Background: an optimization exercise with open tools, aiming at small area, a short achievable clock period and few clock cycles. Do not read the settings as production practice. Where RTL was checked, it was by simulation tests only, not by an equivalence proof against the original. Power figures rest on the tool's default switching activity, not on a simulated workload.

Design swu_top, start of the top module:
module swu_top #(
   parameter int IFM_WIDTH     = swu_pkg::DEF_IFM_WIDTH,
   parameter int IFM_HEIGHT    = swu_pkg::DEF_IFM_HEIGHT,
   parameter int IFM_CHANNELS  = swu_pkg::DEF_IFM_CHANNELS,
   parameter int KERNEL_HEIGHT = swu_pkg::DEF_KERNEL_HEIGHT,
   parameter int KERNEL_WIDTH  = swu_pkg::DEF_KERNEL_WIDTH,
   parameter int STRIDE_HT     = swu_pkg::DEF_STRIDE_HT,
   parameter int STRIDE_WT     = swu_pkg::DEF_STRIDE_WT
) (
   input  logic                aclk,
   input  logic                aresetn,
   input  swu_pkg::simd_word_t s_axis_tdata_i,
   input  logic                s_axis_tvalid_i,
   output logic                s_axis_tready_o,
   output swu_pkg::simd_word_t m_axis_tdata_o,
   output logic                m_axis_tvalid_o,
   input  logic                m_axis_tready_i
);
Settings: LEC_CHECK=0, ABC_CLOCK_PERIOD_IN_PS=2500, CAP_MARGIN=20, CORE_MARGIN=2, CORE_UTILIZATION=72, CTS_BUF_LIST=sky130_fd_sc_hd__clkbuf_16, CTS_CLUSTER_DIAMETER=60, CTS_CLUSTER_SIZE=32, SETUP_SLACK_MARGIN=4.3, SLEW_MARGIN=20; clock period 6.5 ns.
run.sh (not shown) runs the stock make flow with config.mk's settings and CLKGATE_MAP_FILE= SYNTH_SCRIPT=/design/flow/synth_recipe.tcl, a recipe that flattens the netlist after the stock synthesis.
The baseline produced a clean layout.
Rerun with:
--- a/flow/design.v
+++ b/flow/design.v
@@ -338,26 +338,20 @@
       phase_t n;
       n = p;
       if (!load) begin
          n.ph = p.ph + 2'd1;
          if (p.ph == 2'd3) begin
             n.blk = (p.blk == nblk - 4'd1) ? 4'd0 : p.blk + 4'd1;
          end
       end
       adv_phase = n;
    endfunction
-   function automatic logic [3:0] tap(input logic [3:0] q4, input logic [3:0] blk,
-                                      input logic [3:0] nblk);
-      logic [4:0] t;
-      t = {1'b0, q4} - {1'b0, blk};
-      tap = t[4] ? t[3:0] + nblk : t[3:0];
-   endfunction
    dec_t        dec_q, dec_a0, dec_a1, dec_b0, dec_b1;
    flags_t      fl_q, fl_a, fl_b;
    phase_t      pe_q, pe_a, pe_b, pb_q, pb_a, pb_b;
    logic [8:0]  cls, cls_inc, cls_b;
    logic [11:0] pos, pos_inc, pos_a, pos_b;
    logic [5:0]  pe_idx_q, pe_m1, pe_p4, pe_p32, pe_st, pei_a, pei_b;
    logic [5:0]  pb_idx_q, pb_m1, pb_m4, pb_st, pbi_a, pbi_b;
    logic        l2_q, l2_a, l2_b;
    logic        kh1_q, kh1_a, kh1_b;
    logic        tv;
Combinational power stays flat.
Routed wire length is unchanged.
Final area does not change.
Setup slack is unchanged.
Total power stays the same.
Sequential share of layout area is unchanged.
Sequential power stays flat.
Cell count is unchanged.
Register-to-register slack hardly moves.
Die area does not change.
Global-route usage is unchanged.
Via count does not change.
Core utilization is unchanged.
Testbench counts after the change, summed over its fixed seeds: cycles 48,784.
Function not checked in the first run of this note: the RTL went through the layout flow alone.

--- another note on this design; it stands on its own ---

==> flow/design.v (excerpt) <==
module swu_top #(
   parameter int IFM_WIDTH     = swu_pkg::DEF_IFM_WIDTH,
   parameter int IFM_HEIGHT    = swu_pkg::DEF_IFM_HEIGHT,
   parameter int IFM_CHANNELS  = swu_pkg::DEF_IFM_CHANNELS,
   parameter int KERNEL_HEIGHT = swu_pkg::DEF_KERNEL_HEIGHT,
   parameter int KERNEL_WIDTH  = swu_pkg::DEF_KERNEL_WIDTH,
   parameter int STRIDE_HT     = swu_pkg::DEF_STRIDE_HT,
   parameter int STRIDE_WT     = swu_pkg::DEF_STRIDE_WT
) (
   input  logic                aclk,
   input  logic                aresetn,
   input  swu_pkg::simd_word_t s_axis_tdata_i,
   input  logic                s_axis_tvalid_i,
   output logic                s_axis_tready_o,
   output swu_pkg::simd_word_t m_axis_tdata_o,
   output logic                m_axis_tvalid_o,
   input  logic                m_axis_tready_i
);
make LEC_CHECK=0 ABC_CLOCK_PERIOD_IN_PS=4000 CAP_MARGIN=20 CORE_MARGIN=2 CORE_UTILIZATION=72 CTS_BUF_LIST=sky130_fd_sc_hd__clkbuf_16 CTS_CLUSTER_DIAMETER=60 CTS_CLUSTER_SIZE=32 SETUP_SLACK_MARGIN=4.1 SLEW_MARGIN=20 finish   # period 6.5 ns
run.sh (not shown) runs the stock make flow with config.mk's settings and CLKGATE_MAP_FILE= SYNTH_SCRIPT=/design/flow/synth_recipe.tcl, a recipe that flattens the netlist after the stock synthesis.
The first run finished clean.
Testbench counts at the start, summed over its fixed seeds: cycles 48,784.
Rerun with:
Settings changed: ABC_CLOCK_PERIOD_IN_PS 4000 to 2500.
Effect: The new run finished clean. Power is unchanged. Worst setup slack does not change. First-iteration DRC count stays the same. Die area does not change.

Another version of the RTL of swu_top (not shown whole).
Size in the first run: ~2900 cells after synthesis, about 38 I/O pins, roughly 0.045 mm^2 of cells after synthesis.
make LEC_CHECK=0 ABC_CLOCK_PERIOD_IN_PS=2500 CAP_MARGIN=20 CORE_MARGIN=2 CORE_UTILIZATION=72 CTS_BUF_LIST=sky130_fd_sc_hd__clkbuf_8 CTS_CLUSTER_DIAMETER=50 CTS_CLUSTER_SIZE=20 SETUP_SLACK_MARGIN=4.3 SLEW_MARGIN=20 finish   # period 6.5 ns
Testbench counts at the start, summed over its fixed seeds: cycles 55,664.
Change:
Settings changed: CORE_UTILIZATION 72 to 60, CTS_BUF_LIST sky130_fd_sc_hd__clkbuf_8 to sky130_fd_sc_hd__clkbuf_8 sky130_fd_sc_hd__clkbuf_16.
Result: The new run went through all stages and came out clean; routed wire length goes down by a few percent; power rose by about a fifth; utilization drops by 11 points; hold slack barely changes; final area goes up by a few percent; first-iteration DRC count is lower by a few percent.
Change:
Settings changed: CTS_BUF_LIST sky130_fd_sc_hd__clkbuf_8 sky130_fd_sc_hd__clkbuf_16 to sky130_fd_sc_hd__clkbuf_8.
Outcome: The new run ran to the end with no violations. Synthesized cell count does not change. Non-clock buffer count shrinks by 15. Routed wire length goes down by 1.6%. Cell area is lower by 3.4%. Area after synthesis does not change. Worst hold slack barely changes.
Change:
Settings changed: CORE_UTILIZATION 60 to 72, CTS_BUF_LIST sky130_fd_sc_hd__clkbuf_8 to sky130_fd_sc_hd__clkbuf_16, CTS_CLUSTER_DIAMETER 50 to 60, CTS_CLUSTER_SIZE 20 to 32.
Power fell by 0.81%.
Core utilization rose by 13 points.
Final area fell by 0.63%.
Worst setup slack is better by 150 ps.
Via count rose by 1.6%.
Die area fell by 16%.
Clock power fell by 3.7%.
Fmax rose by 6.1%.
Synthesized area does not change.
Clock skew fell by 6.0 ps.

-- static timing again, ports no longer ideal --
How much do the figures lean on ideal ports? The routed layouts below were timed once more, with nothing changed but the port constraints.
Step 1 sets driving cells, clkbuf_16 on the clock port and buf_2 on the other inputs (assumed; they add their load-dependent delay and slew).
Step 2 times the ports against the registers' clock, not the clock port: input delays grow and output delays shrink by t, the midpoint of the rising clock arrivals with the driver on.
Slacks: ideal / step 1 / step 2; pairs: ideal / step 1.
| run | shift t [ns] | setup WS [ns] | pins driven straight from the clock port |
|---|---|---|---|
| the first run of note 1 | 0.728 | 4.016 / 3.952 / 3.559 | 1 |
| the second run of note 1 | 0.728 | 4.016 / 3.952 / 3.559 | 1 |
| the first run of note 2 | 0.706 | 4.046 / 3.984 / 3.501 | 1 |
| the second run of note 2 | 0.706 | 4.046 / 3.984 / 3.501 | 1 |
| the first run of note 3 | 0.817 | 3.927 / 3.865 / 3.480 | 1 |
| the second run of note 3 | 0.762 | 3.989 / 3.922 / 3.589 | 1 |
| the third run of note 3 | 0.839 | 3.897 / 3.832 / 3.513 | 1 |
| the fourth run of note 3 | 0.709 | 4.046 / 3.984 / 3.507 | 1 |
After both steps setup and hold are still met in every run listed.
